Background: an optimization exercise with open tools, aiming at small area, a short achievable clock period and few clock cycles. Do not read the settings as production practice. In this exercise RTL edits were held to simulation tests only and were not proved equivalent to the original. Power figures rest on the tool's default switching activity, not on a simulated workload.

==> run a: inputs <==
## mc16_cpu
module mc16_cpu
(
    input  logic                      clock,
    input  logic                      rst_n,
    input  logic                      load_en,
    input  logic [8-1:0] load_addr,
    input  logic [16-1:0]    load_data,
    input  logic [16-1:0]    io_in,
    output logic [16-1:0]    io_out,
    output logic                      io_strobe,
    output logic                      halted
);
==> flow/config.mk <==
export PLATFORM = sky130hd
export DESIGN_NAME = mc16_cpu
export DESIGN_NICKNAME = mc16_cpu
export VERILOG_FILES = /design/flow/design.v
export SDC_FILE = /design/flow/constraint.sdc
export NUM_CORES = 4
export LEC_CHECK = 0
export CAP_MARGIN = 20
export CORE_MARGIN = 2
export CORE_UTILIZATION = 40
export SLEW_MARGIN = 40
export SYNTH_HIERARCHICAL = 1
export SYNTH_MINIMUM_KEEP_SIZE = 0
export TNS_END_PERCENT = 10
==> flow/constraint.sdc <==
create_clock -name core_clock -period 10.0 [get_ports {clock}]
set_input_delay 2.0000 -clock core_clock [delete_from_list [all_inputs] [get_ports {clock}]]
set_output_delay 2.0000 -clock core_clock [all_outputs]
set_load 0.01 [all_outputs]
standard.sh (not shown) runs the stock make flow with config.mk's settings and CLKGATE_MAP_FILE= SYNTH_SCRIPT=/design/flow/synth_recipe.tcl, a recipe that flattens the netlist after the stock synthesis.
==> flow/flow/run.sh <==
#!/bin/bash
# The standard layout, with timing repair aiming at a 3.8 ns period instead
# of stopping at 5 ns (SETUP_SLACK_MARGIN is limited to 5 in config.mk).
set -euo pipefail
bash standard.sh SETUP_SLACK_MARGIN=6.2 finish > standard.log 2>&1
==> inputs of run b, as changes to run a <==
--- a/flow/design.v
+++ b/flow/design.v
@@ -192,12 +192,10 @@
     assign d_stall = d_mem && e_wr && e_rd == d_rs1;
     assign d_issue = q0_v && !d_stall && !redirect && !halted;
     logic [7:0] d_pc1, d_tgt;
     assign d_pc1 = q0_addr + 8'd1;
     assign d_tgt = d_pc1 + d_imm[7:0];
-    logic d_redir;
-    assign d_redir = d_issue && d_op == 4'd7 && q0_ir[3] && q0_pnext != d_tgt;
     always_ff @(posedge clock)
     begin
         if (!rst_n)
             e_valid <= 1'b0;
         else if (!halted)
@@ -213,22 +211,22 @@
             e_cin   <= d_op == 4'd1;
             e_c     <= c_byp;
             e_saddr <= d_maddr;
             e_pc1   <= d_pc1;
             e_tgt   <= d_tgt;
-            e_mt    <= d_redir || q0_pnext == d_tgt;
-            e_mnt   <= !d_redir && q0_pnext == d_pc1;
+            e_mt    <= q0_pnext == d_tgt;
+            e_mnt   <= q0_pnext == d_pc1;
         end
     end
     logic       hit0, hit1;
     logic [7:0] pn0, pn1;
     assign hit0 = btb_v && btb_key == mar1;
     assign hit1 = btb_v && btb_key == mar2;
     assign pn0  = hit0 ? btb_tgt : mar1;
     assign pn1  = hit1 ? btb_tgt : mar2;
     logic fetch;    
-    assign fetch = !ld_cycle && !redirect && !d_redir && !halted;
+    assign fetch = !ld_cycle && !redirect && !halted;
     logic       r1_v;       
     logic       r_full;     
     logic [15:0] r_ir;
     logic [7:0]  r_addr, r_pnext;
     always_comb
@@ -254,12 +252,10 @@
     logic [7:0] f_next;    
     always_comb
     begin
         if (redirect)
             f_next = cn;
-        else if (d_redir)
-            f_next = d_tgt;
         else if (ld_cycle)
             f_next = fpc;
         else if (take1)
             f_next = pn1;
         else if (take0)
@@ -283,11 +279,11 @@
             me_lo_n <= ~8'd1;
             me_hi_n <= ~16'd1;
         end
         else
         begin
-            if (redirect || d_redir)
+            if (redirect)
             begin
                 q0_v <= 1'b0;
                 q1_v <= 1'b0;
             end
             else if (!halted)
==> flow/run.sh (new file) <==
#!/bin/bash
# synth_recipe.tcl (not shown) runs the flow's synth.tcl, then flattens the netlist and writes it again
# the make line also repeats each setting of config.mk as NAME=value (left out here)
make -C /OpenROAD-flow-scripts/flow DESIGN_CONFIG=/design/flow/config.mk WORK_HOME=/design/flow/orfs CLKGATE_MAP_FILE= SYNTH_SCRIPT=/design/flow/synth_recipe.tcl finish
- SETUP_SLACK_MARGIN: unset -> 5
removed: flow/flow/run.sh
removed: flow/standard.sh
==> comparison <==
- In run b the non-clock buffer count is lower than in run a, by 195.
- Combinational power: run a is larger than run b (25%).
- Of run a and run b, run a has the higher worst setup slack (gap 140 ps).
- In run b the synthesized area is smaller than in run a, by about 0.3%.
- Sequential power is about the same in run b and run a.
- Of run a and run b, run b has the higher sequential share of layout area (gap 1.4 points).
- Of run a and run b, run a has the higher design area (gap 2.2%, measured against run b).
==> figures <==
| quantity | run a | run b |
|---|---|---|
| Run status | timing/DRC/antenna clean | timing/DRC/antenna clean |
| Initial standard-cell utilization of the core | 0.4010 | 0.4021 |
| Critical Path Most Common Cell | sky130_fd_sc_hd__buf_6 | sky130_fd_sc_hd__buf_4 |
| Internal power component | 36.88 mW | 35.23 mW |
| Ratio of final minimum period to clock period | 0.5089 | 0.5230 |
| Standard-cell rows | 242 | 241 |
| Multiplexer share of the synthesized area | 0.008319 | 0.009750 |
| Layout cell share with drive strength beyond 1 | 0.1702 | 0.1373 |
| Fraction of area in multi-input gates | 0.1939 | 0.1888 |
| Highest clock frequency the design can meet | 196.5 MHz | 191.2 MHz |
| Proportion of synthesized chip area in sequential cells | 0.7758 | 0.7780 |
| Antenna diode count | 37 | 13 |
| Register fraction of the total cell area | 0.6554 | 0.6698 |
| Routed wl met3 | 58.66 mm | 57.94 mm |
| Non-clk buf share | 0.04183 | 0.03182 |
Testbench counts of run a, summed over its fixed seeds: cycles 68,229.
Testbench counts of run b, summed over its fixed seeds: cycles 69,558.

==> build 23 <==
==> flow/design.v <==
`timescale 1ns/10ps
module mc16_cpu
(
    input  logic                      clock,
    input  logic                      rst_n,
    input  logic                      load_en,
    input  logic [8-1:0] load_addr,
    input  logic [16-1:0]    load_data,
    input  logic [16-1:0]    io_in,
    output logic [16-1:0]    io_out,
    output logic                      io_strobe,
    output logic                      halted
);
    logic        rst_q;
    logic [15:0] io_in_q;
    always_ff @(posedge clock)
    begin
        rst_q   <= rst_n;
        io_in_q <= io_in;
    end
    logic [15:0] ram [256];
    logic [7:0]  mar;
    logic [7:0]  mo_lo_n, me_lo_n;    
    logic [15:0] mo_hi_n, me_hi_n;    
    logic [127:0] wl_o, wl_e;
    logic [15:0]  rd_o, rd_e;
    logic [15:0]  or8_o [16];
    logic [15:0]  or8_e [16];
    always_comb
        for (int i = 0; i < 128; i++)
        begin
            wl_o[i] = !(mo_hi_n[i / 8] | mo_lo_n[i % 8]);
            wl_e[i] = !(me_hi_n[i / 8] | me_lo_n[i % 8]);
        end
    for (genvar b = 0; b < 16; b++)
    begin : g_col
        for (genvar k = 0; k < 16; k++)
        begin : g_or8
            logic [7:0] d_o, d_e;
            for (genvar j = 0; j < 8; j++)
            begin : g_w
                assign d_o[j] = ram[2*(8*k+j)+1][b];
                assign d_e[j] = ram[2*(8*k+j)][b];
            end
            mc16_or8 i_or8_o (.wl(wl_o[8*k +: 8]), .d(d_o), .y(or8_o[b][k]));
            mc16_or8 i_or8_e (.wl(wl_e[8*k +: 8]), .d(d_e), .y(or8_e[b][k]));
        end
        assign rd_o[b] = |or8_o[b];
        assign rd_e[b] = |or8_e[b];
    end
    logic        wp_we;
    logic [7:0]  wp_addr;
    logic [15:0] wp_data;
    always_ff @(posedge clock)
    begin
        if (wp_we)
            ram[wp_addr] <= wp_data;
    end
    logic [7:0]  mar1, mar2;
    logic [15:0] w0, w1, ldata;
    logic        wp_hit0, wp_hit1;
    assign mar1    = mar + 8'd1;
    assign mar2    = mar + 8'd2;
    assign w0      = mar[0] ? rd_o : rd_e;
    assign w1      = mar[0] ? rd_e : rd_o;
    assign wp_hit0 = wp_we && wp_addr == mar;
    assign wp_hit1 = wp_we && wp_addr == mar1;
    assign ldata   = wp_hit0 ? wp_data : w0;
    logic [15:0] regs [16];
    logic        q0_v, q1_v;
    logic [15:0] q0_ir, q1_ir;
    logic [7:0]  q0_addr, q1_addr;
    logic [7:0]  q0_delta, q1_delta;    
    logic        e_valid;
    logic [3:0]  e_op;
    logic [3:0]  e_rd;
    logic [15:0] e_a, e_b, e_c;
    logic        e_cin;
    logic [7:0]  e_saddr;     
    logic [7:0]  e_pc1;       
    logic [7:0]  e_tgt;       
    logic        e_mt;        
    logic        e_mnt;       
    logic        e_a_mdr;     
    logic        e_c_mdr;     
    logic [7:0]  fpc;         
    logic        btb_v;
    logic [7:0]  btb_key;
    logic [7:0]  btb_tgt;
    logic e_run;
    assign e_run = e_valid && !halted;
    logic e_is_alu, e_is_lw, e_is_sw, e_is_beq, e_is_in, e_is_out, e_is_halt, e_wr;
    assign e_is_alu  = e_op[3:2] == 2'b00 || e_op == 4'd4;
    assign e_is_lw   = e_op == 4'd5;
    assign e_is_sw   = e_op == 4'd6;
    assign e_is_beq  = e_op == 4'd7;
    assign e_is_in   = e_op == 4'd8;
    assign e_is_out  = e_op == 4'd9;
    assign e_is_halt = e_op >= 4'd10;
    assign e_wr      = e_run && (e_is_alu || e_is_in);
    logic [15:0] e_alu, e_res;
    always_comb
    begin
        case (e_op)
            4'd2:    e_alu = e_a & e_b;
            4'd3:    e_alu = e_a | e_b;
            default: e_alu = e_a + e_b + {15'd0, e_cin};
        endcase
        if (e_is_in)
            e_res = io_in_q;
        else
            e_res = e_alu;
    end
    logic taken;
    assign taken = e_run && e_is_beq && e_a == e_c;
    logic smc, redirect;
    logic [7:0] cn;
    assign smc      = e_run && e_is_sw && ((q0_v && e_saddr == q0_addr) || (q1_v && e_saddr == q1_addr) ||
                                        e_saddr == mar || e_saddr == mar1);
    assign redirect = e_run && ((taken ? !e_mt : !e_mnt) || smc);
    assign cn       = taken ? e_tgt : e_pc1;
    logic ld_cycle;
    assign ld_cycle = e_run && e_is_lw;
    logic        mdr_v;
    logic [3:0]  mdr_rd;
    logic [15:0] mdr;
    logic        rf_we;
    logic [3:0]  rf_wa;
    logic [15:0] rf_wd;
    assign rf_we = e_wr || mdr_v;
    assign rf_wa = e_wr ? e_rd : mdr_rd;
    assign rf_wd = e_wr ? e_res : mdr;
    always_ff @(posedge clock)
    begin
        for (int i = 0; i < 16; i++)
        begin
            if (!rst_q)
                regs[i] <= '0;
            else if (rf_we && rf_wa == 4'(i))
                regs[i] <= rf_wd;
        end
    end
    always_ff @(posedge clock)
    begin
        if (!rst_n)
            mdr_v <= 1'b0;
        else if (ld_cycle)
            mdr_v <= 1'b1;
        else if (!e_wr || e_rd == mdr_rd)
            mdr_v <= 1'b0;
    end
    always_ff @(posedge clock)
    begin
        if (ld_cycle)
        begin
            mdr    <= ldata;
            mdr_rd <= e_rd;
        end
    end
    always_ff @(posedge clock)
    begin
        if (!rst_n)
        begin
            wp_we   <= load_en;
            wp_addr <= load_addr;
            wp_data <= load_data;
        end
        else
        begin
            wp_we   <= e_run && e_is_sw;
            wp_addr <= e_saddr;
            wp_data <= e_c_mdr ? mdr : e_c;
        end
    end
    always_ff @(posedge clock)
    begin
        if (!rst_n)
        begin
            halted    <= 1'b0;
            io_strobe <= 1'b0;
            btb_v     <= 1'b0;
        end
        else
        begin
            io_strobe <= e_run && e_is_out;
            if ((e_run && e_is_halt) || d_halt)
                halted <= 1'b1;
            if (taken)
                btb_v <= 1'b1;
        end
    end
    always_ff @(posedge clock)
    begin
        if (e_run && e_is_out)
            io_out <= e_a_mdr ? mdr : e_a;
        if (taken)
        begin
            btb_key <= e_pc1;
            btb_tgt <= e_tgt;
        end
    end
    logic [3:0] d_op, d_rd, d_rs1, d_rs2;
    assign d_op  = q0_ir[15:12];
    assign d_rd  = q0_ir[11:8];
    assign d_rs1 = q0_ir[7:4];
    assign d_rs2 = q0_ir[3:0];
    logic [15:0] d_imm;
    assign d_imm = {{12{q0_ir[3]}}, q0_ir[3:0]};
    logic [15:0] r1, r2, r3;
    assign r1 = regs[d_rs1];
    assign r2 = regs[d_rs2];
    assign r3 = regs[d_rd];
    logic [15:0] a_byp, b_byp, c_byp;
    assign a_byp = (e_wr && e_rd == d_rs1) ? e_res : (mdr_v && mdr_rd == d_rs1) ? mdr : r1;
    assign b_byp = (e_wr && e_rd == d_rs2) ? e_res : (mdr_v && mdr_rd == d_rs2) ? mdr : r2;
    assign c_byp = (e_wr && e_rd == d_rd)  ? e_res : (mdr_v && mdr_rd == d_rd)  ? mdr : r3;
    logic d_use1, d_use2, d_use3, d_lu;
    assign d_use1 = d_op <= 4'd7 || d_op == 4'd9;
    assign d_use2 = d_op <= 4'd3;
    assign d_use3 = d_op == 4'd6 || d_op == 4'd7;
    logic d_a_mdr, d_c_mdr;
    assign d_a_mdr = ld_cycle && d_op == 4'd9 && d_rs1 == e_rd;
    assign d_c_mdr = ld_cycle && d_op == 4'd6 && d_rd == e_rd;
    assign d_lu    = ld_cycle && ((d_use1 && d_rs1 == e_rd && d_op != 4'd9) || (d_use2 && d_rs2 == e_rd) ||
                                  (d_use3 && d_rd == e_rd && d_op != 4'd6));
    logic       d_mem, d_is_lw, d_stall, d_issue;
    logic [7:0] d_maddr;
    assign d_is_lw = d_op == 4'd5;
    assign d_mem   = d_op == 4'd5 || d_op == 4'd6;
    assign d_maddr = r1[7:0] + d_imm[7:0];
    assign d_stall = d_lu || (d_mem && ((e_wr && e_rd == d_rs1) || (mdr_v && mdr_rd == d_rs1)));
    assign d_issue = q0_v && !d_stall && !redirect && !halted;
    logic d_halt;
    assign d_halt = q0_v && d_op >= 4'd10 && !redirect;
    logic [7:0] d_pc1, d_tgt;
    assign d_pc1 = q0_addr + 8'd1;
    assign d_tgt = d_pc1 + d_imm[7:0];
    logic d_follow_t, d_follow_nt, d_redir;
    assign d_follow_t  = q0_delta == d_imm[7:0];
    assign d_follow_nt = q0_delta == 8'd0;
    assign d_redir     = d_issue && d_op == 4'd7 && q0_ir[3] && !d_follow_t;
    always_ff @(posedge clock)
    begin
        if (!rst_n)
            e_valid <= 1'b0;
        else if (!halted)
            e_valid <= d_issue;
    end
    always_ff @(posedge clock)
    begin
        begin
            e_op    <= d_op;
            e_rd    <= d_rd;
            e_a     <= a_byp;
            e_b     <= d_op == 4'd1 ? ~b_byp : (d_op[2] ? d_imm : b_byp);
            e_cin   <= d_op == 4'd1;
            e_c     <= c_byp;
            e_saddr <= d_maddr;
            e_pc1   <= d_pc1;
            e_tgt   <= d_tgt;
            e_a_mdr <= d_a_mdr;
            e_c_mdr <= d_c_mdr;
            e_mt    <= d_redir || d_follow_t;
            e_mnt   <= !d_redir && d_follow_nt;
        end
    end
    logic       hit0, hit1;
    logic [7:0] pn0, pn1, dl0, dl1;
    assign hit0 = btb_v && btb_key == mar1;
    assign hit1 = btb_v && btb_key == mar2;
    assign pn0  = hit0 ? btb_tgt : mar1;
    assign pn1  = hit1 ? btb_tgt : mar2;
    assign dl0  = hit0 ? btb_tgt - mar1 : 8'd0;
    assign dl1  = hit1 ? btb_tgt - mar2 : 8'd0;
    logic fetch;    
    assign fetch = !ld_cycle && !redirect && !d_redir && !halted;
    logic       r1_v;       
    logic       r_full;     
    logic [15:0] r_ir;
    logic [7:0]  r_addr, r_delta;
    always_comb
    begin
        r_full  = q0_v && q1_v && !d_issue;
        r1_v    = 1'b0;
        r_ir    = q1_ir;
        r_addr  = q1_addr;
        r_delta = q1_delta;
        if (q0_v && !d_issue && !q1_v)
        begin
            r1_v    = 1'b1;
            r_ir    = q0_ir;
            r_addr  = q0_addr;
            r_delta = q0_delta;
        end
        else if (d_issue && q1_v)
            r1_v = 1'b1;
    end
    logic take0, take1;    
    assign take0 = fetch && !r_full && !wp_hit0;
    assign take1 = fetch && !r_full && !r1_v && !hit0 && !wp_hit0 && !wp_hit1;
    logic [7:0] f_next;    
    always_comb
    begin
        if (redirect)
            f_next = cn;
        else if (d_redir)
            f_next = d_tgt;
        else if (ld_cycle)
            f_next = fpc;
        else if (take1)
            f_next = pn1;
        else if (take0)
            f_next = pn0;
        else
            f_next = mar;
    end
    logic       d_ld;
    logic [7:0] mar_d;
    assign d_ld  = d_issue && d_is_lw;
    assign mar_d = d_ld ? d_maddr : f_next;
    logic [7:0]  f_lo_o, f_lo_e, l_lo_o, l_lo_e;
    logic [15:0] f_hi_o, f_hi_e, l_hi_o, l_hi_e, l_hi_b;
    logic [4:0]  l_sum_lo;
    assign f_lo_o = ~(8'd1 << f_next[3:1]);
    assign f_hi_o = ~(16'd1 << f_next[7:4]);
    assign f_lo_e = f_next[0] ? {f_lo_o[6:0], f_lo_o[7]} : f_lo_o;
    assign f_hi_e = (f_next[0] && f_next[3:1] == 3'd7) ? {f_hi_o[14:0], f_hi_o[15]} : f_hi_o;
    assign l_sum_lo = {1'b0, r1[3:0]} + {1'b0, q0_ir[3:0]};
    assign l_hi_b   = ~(16'd1 << r1[7:4]);
    always_comb
    begin
        case ({q0_ir[3], l_sum_lo[4]})
            2'b01:   l_hi_o = {l_hi_b[14:0], l_hi_b[15]};
            2'b10:   l_hi_o = {l_hi_b[0], l_hi_b[15:1]};
            default: l_hi_o = l_hi_b;
        endcase
    end
    assign l_lo_o = ~(8'd1 << l_sum_lo[3:1]);
    assign l_lo_e = l_sum_lo[0] ? {l_lo_o[6:0], l_lo_o[7]} : l_lo_o;
    assign l_hi_e = (l_sum_lo[0] && l_sum_lo[3:1] == 3'd7) ? {l_hi_o[14:0], l_hi_o[15]} : l_hi_o;
    logic [7:0]  lo_o_d, lo_e_d;
    logic [15:0] hi_o_d, hi_e_d;
    assign lo_o_d = d_ld ? l_lo_o : f_lo_o;
    assign lo_e_d = d_ld ? l_lo_e : f_lo_e;
    assign hi_o_d = d_ld ? l_hi_o : f_hi_o;
    assign hi_e_d = d_ld ? l_hi_e : f_hi_e;
    always_ff @(posedge clock)
    begin
        if (!rst_n)
        begin
            q0_v    <= 1'b0;
            q1_v    <= 1'b0;
            mar     <= 8'd0;
            mo_lo_n <= ~8'd1;
            mo_hi_n <= ~16'd1;
            me_lo_n <= ~8'd1;
            me_hi_n <= ~16'd1;
        end
        else
        begin
            if (redirect || d_redir)
            begin
                q0_v <= 1'b0;
                q1_v <= 1'b0;
            end
            else if (!halted)
            begin
                q0_v <= r_full || r1_v || take0;
                q1_v <= r_full || (r1_v && take0) || take1;
            end
            mar     <= mar_d;
            mo_lo_n <= lo_o_d;
            mo_hi_n <= hi_o_d;
            me_lo_n <= lo_e_d;
            me_hi_n <= hi_e_d;
        end
    end
    always_ff @(posedge clock)
    begin
        if (!r_full)
        begin
            if (r1_v)
            begin
                q0_ir    <= r_ir;
                q0_addr  <= r_addr;
                q0_delta <= r_delta;
                q1_ir    <= w0;
                q1_addr  <= mar;
                q1_delta <= dl0;
            end
            else
            begin
                q0_ir    <= w0;
                q0_addr  <= mar;
                q0_delta <= dl0;
                q1_ir    <= w1;
                q1_addr  <= mar1;
                q1_delta <= dl1;
            end
        end
        if (d_issue && d_is_lw)
            fpc <= f_next;
    end
endmodule
module mc16_or8
(
    input  logic [7:0] wl,
    input  logic [7:0] d,
    output logic       y
);
    assign y = |(wl & d);
endmodule
==> flow/flow/run.sh <==
#!/bin/bash
# The standard layout, with timing repair aiming at a 3.8 ns period (slack 6.2 on the 10 ns clock) instead
# of stopping at 5 ns (SETUP_SLACK_MARGIN is limited to 5 in config.mk).
set -euo pipefail
bash standard.sh SETUP_SLACK_MARGIN=6.2 finish > standard.log 2>&1
==> flow/standard.sh <==
#!/bin/bash
# synth_recipe.tcl (not shown) runs the flow's synth.tcl, then flattens the netlist and writes it again
# the make line also repeats each setting of config.mk as NAME=value (left out here)
make -C /OpenROAD-flow-scripts/flow DESIGN_CONFIG=/design/flow/config.mk WORK_HOME=/design/flow/orfs CLKGATE_MAP_FILE= SYNTH_SCRIPT=/design/flow/synth_recipe.tcl "${@:-finish}"
==> flow/config.mk <==
export PLATFORM = sky130hd
export DESIGN_NAME = mc16_cpu
export DESIGN_NICKNAME = mc16_cpu
export VERILOG_FILES = /design/flow/design.v
export SDC_FILE = /design/flow/constraint.sdc
export NUM_CORES = 4
export LEC_CHECK = 0
export CAP_MARGIN = 20
export CORE_MARGIN = 2
export CORE_UTILIZATION = 40
export CTS_CLUSTER_DIAMETER = 100
export CTS_CLUSTER_SIZE = 25
export SLEW_MARGIN = 40
export SYNTH_HIERARCHICAL = 1
export SYNTH_MINIMUM_KEEP_SIZE = 0
export TNS_END_PERCENT = 100
==> flow/constraint.sdc <==
create_clock -name core_clock -period 10.0 [get_ports {clock}]
set_input_delay 2.0000 -clock core_clock [delete_from_list [all_inputs] [get_ports {clock}]]
set_output_delay 2.0000 -clock core_clock [all_outputs]
set_load 0.01 [all_outputs]
==> inputs of build 72, as changes to build 23 <==
--- a/flow/design.v
+++ b/flow/design.v
@@ -184,5 +184,5 @@
         begin
             io_strobe <= e_run && e_is_out;
-            if ((e_run && e_is_halt) || d_halt)
+            if (e_run && e_is_halt)
                 halted <= 1'b1;
             if (taken)
@@ -231,6 +231,4 @@
     assign d_stall = d_lu || (d_mem && ((e_wr && e_rd == d_rs1) || (mdr_v && mdr_rd == d_rs1)));
     assign d_issue = q0_v && !d_stall && !redirect && !halted;
-    logic d_halt;
-    assign d_halt = q0_v && d_op >= 4'd10 && !redirect;
     logic [7:0] d_pc1, d_tgt;
     assign d_pc1 = q0_addr + 8'd1;
==> inputs of build 95, as changes to build 23 <==
--- a/flow/design.v
+++ b/flow/design.v
@@ -82,6 +82,4 @@
     logic        e_mt;        
     logic        e_mnt;       
-    logic        e_a_mdr;     
-    logic        e_c_mdr;     
     logic [7:0]  fpc;         
     logic        btb_v;
@@ -170,5 +168,5 @@
             wp_we   <= e_run && e_is_sw;
             wp_addr <= e_saddr;
-            wp_data <= e_c_mdr ? mdr : e_c;
+            wp_data <= e_c;
         end
     end
@@ -184,5 +182,5 @@
         begin
             io_strobe <= e_run && e_is_out;
-            if ((e_run && e_is_halt) || d_halt)
+            if (e_run && e_is_halt)
                 halted <= 1'b1;
             if (taken)
@@ -193,5 +191,5 @@
     begin
         if (e_run && e_is_out)
-            io_out <= e_a_mdr ? mdr : e_a;
+            io_out <= e_a;
         if (taken)
         begin
@@ -219,9 +217,6 @@
     assign d_use2 = d_op <= 4'd3;
     assign d_use3 = d_op == 4'd6 || d_op == 4'd7;
-    logic d_a_mdr, d_c_mdr;
-    assign d_a_mdr = ld_cycle && d_op == 4'd9 && d_rs1 == e_rd;
-    assign d_c_mdr = ld_cycle && d_op == 4'd6 && d_rd == e_rd;
-    assign d_lu    = ld_cycle && ((d_use1 && d_rs1 == e_rd && d_op != 4'd9) || (d_use2 && d_rs2 == e_rd) ||
-                                  (d_use3 && d_rd == e_rd && d_op != 4'd6));
+    assign d_lu   = ld_cycle && ((d_use1 && d_rs1 == e_rd) || (d_use2 && d_rs2 == e_rd) ||
+                                 (d_use3 && d_rd == e_rd));
     logic       d_mem, d_is_lw, d_stall, d_issue;
     logic [7:0] d_maddr;
@@ -231,6 +226,4 @@
     assign d_stall = d_lu || (d_mem && ((e_wr && e_rd == d_rs1) || (mdr_v && mdr_rd == d_rs1)));
     assign d_issue = q0_v && !d_stall && !redirect && !halted;
-    logic d_halt;
-    assign d_halt = q0_v && d_op >= 4'd10 && !redirect;
     logic [7:0] d_pc1, d_tgt;
     assign d_pc1 = q0_addr + 8'd1;
@@ -259,6 +252,4 @@
             e_pc1   <= d_pc1;
             e_tgt   <= d_tgt;
-            e_a_mdr <= d_a_mdr;
-            e_c_mdr <= d_c_mdr;
             e_mt    <= d_redir || d_follow_t;
             e_mnt   <= !d_redir && d_follow_nt;
==> flow/flow/run.sh (replaced) <==
#!/bin/bash
# The standard layout, with timing repair aiming at a 3.8 ns period instead
# of stopping at 5 ns (SETUP_SLACK_MARGIN is limited to 5 in config.mk).
set -euo pipefail
bash standard.sh SETUP_SLACK_MARGIN=6.2 finish > standard.log 2>&1
Settings changed: CTS_CLUSTER_SIZE 25 to 20.
==> results.json <==
{
  "clock-sinks": 4664,
  "min_period_over_period_pct": 41.2,
  "outcome": "timing/DRC/antenna clean",
  "clk_pin_slew_ns": 0.08,
  "buffers": 992,
  "period_minus_slack_ns": 4.12,
  "start_util_pct": 40.2,
  "critPathBufInv": 9,
  "finalNonFillerCells": 17855
}
-- figures above: build 95

==> results.json <==
{
  "cp.arrival_ns": 4.97,
  "areaGrowthSynthToFinish_pct": 13.2,
  "largest_reg_flops": 4096,
  "period_minus_slack_ns": 4.12,
  "outcome": "timing/DRC/antenna clean",
  "clk_pin_slew_ns": 0.11,
  "yosysWarnings": 11,
  "critPathBufInv": 6,
  "clock_power_mw": 10.1,
  "min_period_over_period_pct": 41.2,
  "clock-sinks": 4666,
  "finalNonFillerCells": 17884,
  "p_leak_nw": 63.1,
  "buffers": 977
}
-- figures above: build 72

==> results.json <==
{
  "vias": 111445,
  "buffers": 1008,
  "timing.rr.end": "me_hi_n[4]",
  "finalNonFillerCells": 17853,
  "period_minus_slack_ns": 4.20,
  "clock-sinks": 4666,
  "outcome": "timing/DRC/antenna clean",
  "io_buffers": 60,
  "critPathBufInv": 6,
  "met3_length_um": 56700,
  "min_period_over_period_pct": 42.0,
  "clk_pin_slew_ns": 0.11,
  "netlist_instances": 11061,
  "start_util_pct": 40.2,
  "async_reset_ff_share_pct": 0
}
-- figures above: build 23

Testbench counts of build 23, summed over its fixed seeds: cycles 67,990.
Testbench counts of build 72, summed over its fixed seeds: cycles 68,374.
Testbench counts of build 95, summed over its fixed seeds: cycles 69,955.

==> what the ideal ports hide <==
The results above use ideal ports. As a check the final layouts listed here were re-extracted and re-timed, cells and wires unchanged.
Step 1 assumes that a clkbuf_16 drives the clock port and a buf_2 every other input.
Step 2 adds t to the input delays and takes it off the output delays; t is the mean of the earliest and latest rising clock arrival at the registers after step 1. Input paths then give back, and output paths get back, about the clock's delay inside the block.
a / b / c = ideal / step 1 / step 2; a / b = the first two.
run | shift t [ns] | slack for setup (ns) | worst hold slack (ns) | worst register clock-pin slew, ns
run a | 1.091 | 4.911 / 4.911 / 4.911 | 0.413 / 0.413 / 0.413 | 0.07 / 0.07
run b | 1.082 | 4.770 / 4.770 / 4.770 | 0.437 / 0.437 / 0.437 | 0.07 / 0.07
build 23 | 1.067 | 5.799 / 5.799 / 5.799 | 0.413 / 0.413 / 0.413 | 0.12 / 0.12
build 72 | 1.097 | 5.877 / 5.877 / 5.877 | 0.442 / 0.442 / 0.442 | 0.11 / 0.11
build 95 | 1.044 | 5.876 / 5.876 / 5.876 | 0.433 / 0.433 / 0.433 | 0.09 / 0.09
After both steps every run listed still meets setup and hold.
